This design comes from an exercise in tuning for small area, a short achievable clock period and few clock cycles per item on the open sky130 flow, not from production work. Power and IR drop assume default switching activity.

main:
==> module gf_addsub_lanes, before the edit <==
module gf_addsub_lanes #(
    parameter int               WIDTH   = 32,
    parameter logic [WIDTH-1:0] MODULUS = 32'hec940e71,
    parameter int               LANES   = 4
) (
    input  logic                     i_clk,
    input  logic                     i_rst,
    input  logic                     i_valid,
    output logic                     o_ready,
    input  logic [1:0]               i_op,
    input  logic [LANES*WIDTH-1:0]   i_a,
    input  logic [LANES*WIDTH-1:0]   i_b,
    output logic                     o_valid,
    input  logic                     i_ready,
    output logic [LANES*WIDTH-1:0]   o_out,
    output logic [LANES-1:0]         o_err
);
    localparam int PREFIX_A = 1;
    localparam int PREFIX_B = 0;
    localparam int LOGW   = 5;   
    function automatic logic [WIDTH:0] carries(input logic [WIDTH-1:0] g,
                                               input logic [WIDTH-1:0] p,
                                               input logic             cin,
                                               input int               style);
        logic [WIDTH-1:0] gg, pp, gn, pn;
        gg    = g;
        pp    = p;
        gg[0] = g[0] | (p[0] & cin);
        if (style == 0) begin
            for (int l = 0; l < LOGW; l++) begin
                gn = gg;
                pn = pp;
                for (int i = 0; i < WIDTH; i++) begin
                    if ((i >> l) & 1) begin
                        gn[i] = gg[i] | (pp[i] & gg[((i >> l) << l) - 1]);
                        pn[i] = pp[i] & pp[((i >> l) << l) - 1];
                    end
                end
                gg = gn;
                pp = pn;
            end
        end else if (style == 1) begin
            for (int l = 0; l < LOGW; l++) begin
                for (int i = 0; i < WIDTH; i++) begin
                    if (((i + 1) % (2 << l)) == 0) begin
                        gg[i] = gg[i] | (pp[i] & gg[i - (1 << l)]);
                        pp[i] = pp[i] & pp[i - (1 << l)];
                    end
                end
            end
            for (int l = LOGW - 2; l >= 0; l--) begin
                for (int i = 0; i < WIDTH; i++) begin
                    if (((i + 1) % (2 << l)) == (1 << l) && i >= (2 << l)) begin
                        gg[i] = gg[i] | (pp[i] & gg[i - (1 << l)]);
                        pp[i] = pp[i] & pp[i - (1 << l)];
                    end
                end
            end
        end else begin
            for (int l = 0; l < LOGW; l++) begin
                gn = gg;
                pn = pp;
                for (int i = 0; i < WIDTH; i++) begin
                    if (i >= (1 << l)) begin
                        gn[i] = gg[i] | (pp[i] & gg[i - (1 << l)]);
                        pn[i] = pp[i] & pp[i - (1 << l)];
                    end
                end
                gg = gn;
                pp = pn;
            end
        end
        carries = {gg, cin};
    endfunction
    logic sub_c, cin_c, neg_c;
    assign sub_c = i_op[0] ^ i_op[1];
    assign cin_c = i_op[0] & ~i_op[1];
    assign neg_c = i_op[1] & ~i_op[0];
    logic [LANES-1:0][WIDTH-1:0] v_c;
    logic [LANES-1:0]            co_c;
    logic [LANES-1:0]            err_c;
    for (genvar k = 0; k < LANES; k++) begin : g_front
        logic [WIDTH-1:0] a, b, y;
        logic [WIDTH:0]   c1;
        assign a = i_a[k*WIDTH +: WIDTH];
        assign b = i_b[k*WIDTH +: WIDTH];
        assign err_c[k] = (a >= MODULUS) | ((b >= MODULUS) & ~i_op[1]);
        assign y = i_op[1] ? {WIDTH{~i_op[0]}} : (b ^ {WIDTH{i_op[0]}});
        assign c1      = carries(a & y, a ^ y, cin_c, PREFIX_A);
        assign v_c[k]  = a ^ y ^ c1[WIDTH-1:0] ^ {WIDTH{~cin_c}};
        assign co_c[k] = c1[WIDTH] ^ neg_c;
    end
    logic [LANES-1:0][WIDTH-1:0] v_q;
    logic [LANES-1:0]            co_q;
    logic                        sub_q;
    assign o_ready = ~o_valid | i_ready;
    always_ff @(posedge i_clk) begin
        if (i_rst) begin
            o_valid <= 1'b0;
        end else if (o_ready) begin
            o_valid <= i_valid;
        end
    end
    always_ff @(posedge i_clk) begin
        if (o_ready) begin
            v_q   <= v_c;
            co_q  <= co_c;
            sub_q <= sub_c;
            o_err <= err_c;
        end
    end
    for (genvar k = 0; k < LANES; k++) begin : g_back
        logic [WIDTH-1:0] v, d;
        logic [WIDTH:0]   cw;
        logic             pick;
        assign v    = v_q[k];
        assign cw   = carries(v & MODULUS, v | MODULUS, 1'b0, PREFIX_B);
        assign d    = MODULUS ^ cw[WIDTH-1:0];
        assign pick = sub_q ? ~co_q[k] : (co_q[k] | ~cw[WIDTH]);
        assign o_out[k*WIDTH +: WIDTH] = v ^ {WIDTH{~sub_q}} ^ (d & {WIDTH{pick}});
    end
endmodule
clock: 5.5 ns
lec_check: 0
cap_margin: 20
core_margin: 2
core_utilization: 40
gpl_timing_driven: 0
setup_slack_margin: 0.8
slew_margin: 20
standard.sh (not shown) runs the stock make flow with config.mk's settings and CLKGATE_MAP_FILE= SYNTH_SCRIPT=/design/flow/synth_recipe.tcl, a recipe that flattens the netlist after the stock synthesis.
==> flow/flow/run.sh <==
#!/bin/bash
# Layout flow: the standard ORFS flow (standard.sh) with these changes:
#  - the ports get plain sky130_fd_sc_hd__buf_1 buffers instead of delay cells;
#  - if flow/abc.script exists, synthesis maps the logic with that ABC script in place
#    of ORFS's speed script (everything else in the synthesis is the standard flow's own script);
#  - settings in flow/env.sh (if any) are exported before the flow runs.
# Each tool's full output goes to the ORFS logs under orfs/logs; make's own output
# goes to flow_make.log here.
set -euo pipefail
W=$(pwd)
export BUFFER_PORTS_ARGS="-buffer_cell sky130_fd_sc_hd__buf_1"
if [[ -f flow/env.sh ]]; then source flow/env.sh; fi
SYN=$W/synth_recipe.tcl
if [[ -f flow/abc.script ]]; then
  cat > $W/flow_synth.tcl <<EOT
proc abc {args} {
  set i [lsearch -exact \$args -script]
  if {\$i >= 0} { lset args [expr {\$i + 1}] $W/flow/abc.script }
  yosys abc {*}\$args
}
source $W/synth_recipe.tcl
EOT
  SYN=$W/flow_synth.tcl
fi
sed "s#SYNTH_SCRIPT=$W/synth_recipe.tcl#SYNTH_SCRIPT=$SYN#" standard.sh > flow_standard.sh
bash flow_standard.sh > flow_make.log 2>&1
Relative to main, the following input files were edited for the feature branch:
diff --git a/flow/design.v b/flow/design.v
--- a/flow/design.v
+++ b/flow/design.v
@@ -84,9 +84,9 @@
         logic [WIDTH:0]   c1;
         assign a = i_a[k*WIDTH +: WIDTH];
         assign b = i_b[k*WIDTH +: WIDTH];
         assign err_c[k] = (a >= MODULUS) | ((b >= MODULUS) & ~i_op[1]);
-        assign y = i_op[1] ? {WIDTH{~i_op[0]}} : (b ^ {WIDTH{i_op[0]}});
+        assign y = (b & {WIDTH{~i_op[1]}}) ^ {WIDTH{sub_c}};
         assign c1      = carries(a & y, a ^ y, cin_c, PREFIX_A);
         assign v_c[k]  = a ^ y ^ c1[WIDTH-1:0] ^ {WIDTH{~cin_c}};
         assign co_c[k] = c1[WIDTH] ^ neg_c;
     end
--- outcome ---
- For the worst setup slack, the feature branch came in 0.038 ns higher than main did.
- Delta (the feature branch minus main): worst hold slack up 0.039 ns, post-synthesis to final-layout area growth down 2.7 points, length of the first detailed-routing pass in iterations up 1, sequential power up 12%, final cell count up 2.3%.
- | sequential element share of the synthesized area | the feature branch vs main | 0.73 points lower |
- Row final wirelength: the feature branch higher / main lower
- Summary of the comparison: total power is higher in the feature branch, relative to main.
No run of this note included a check of the RTL's function; only the layout flow was run.

## separate check: timing with driven ports
Ports are ideal in the flow. The routed layouts listed here were re-timed in OpenROAD.
Step 1, drivers: a clkbuf_16 drives i_clk and a buf_2 each remaining input, both assumed.
Step 2 times the ports against the registers' clock, not the clock port: input delays grow and output delays shrink by t, the midpoint of the rising clock arrivals with the driver on.
Slacks: no drivers / after step 1 / after step 2; pairs: no drivers / after step 1.
run | shift t [ns] | setup WS [ns] | latest minus earliest clock arrival (ns) | cell pins on the clock port's net
main | 0.508 | 0.778 / 0.760 / 0.257 | 0.014 / 0.013 | 1
the feature branch | 0.488 | 0.816 / 0.777 / 0.289 | 0.013 / 0.013 | 1
After both steps setup and hold are still met in every run listed. The setup slack of the feature branch, which loses most, moves by -0.039 ns with the drivers and by -0.527 ns with both steps.
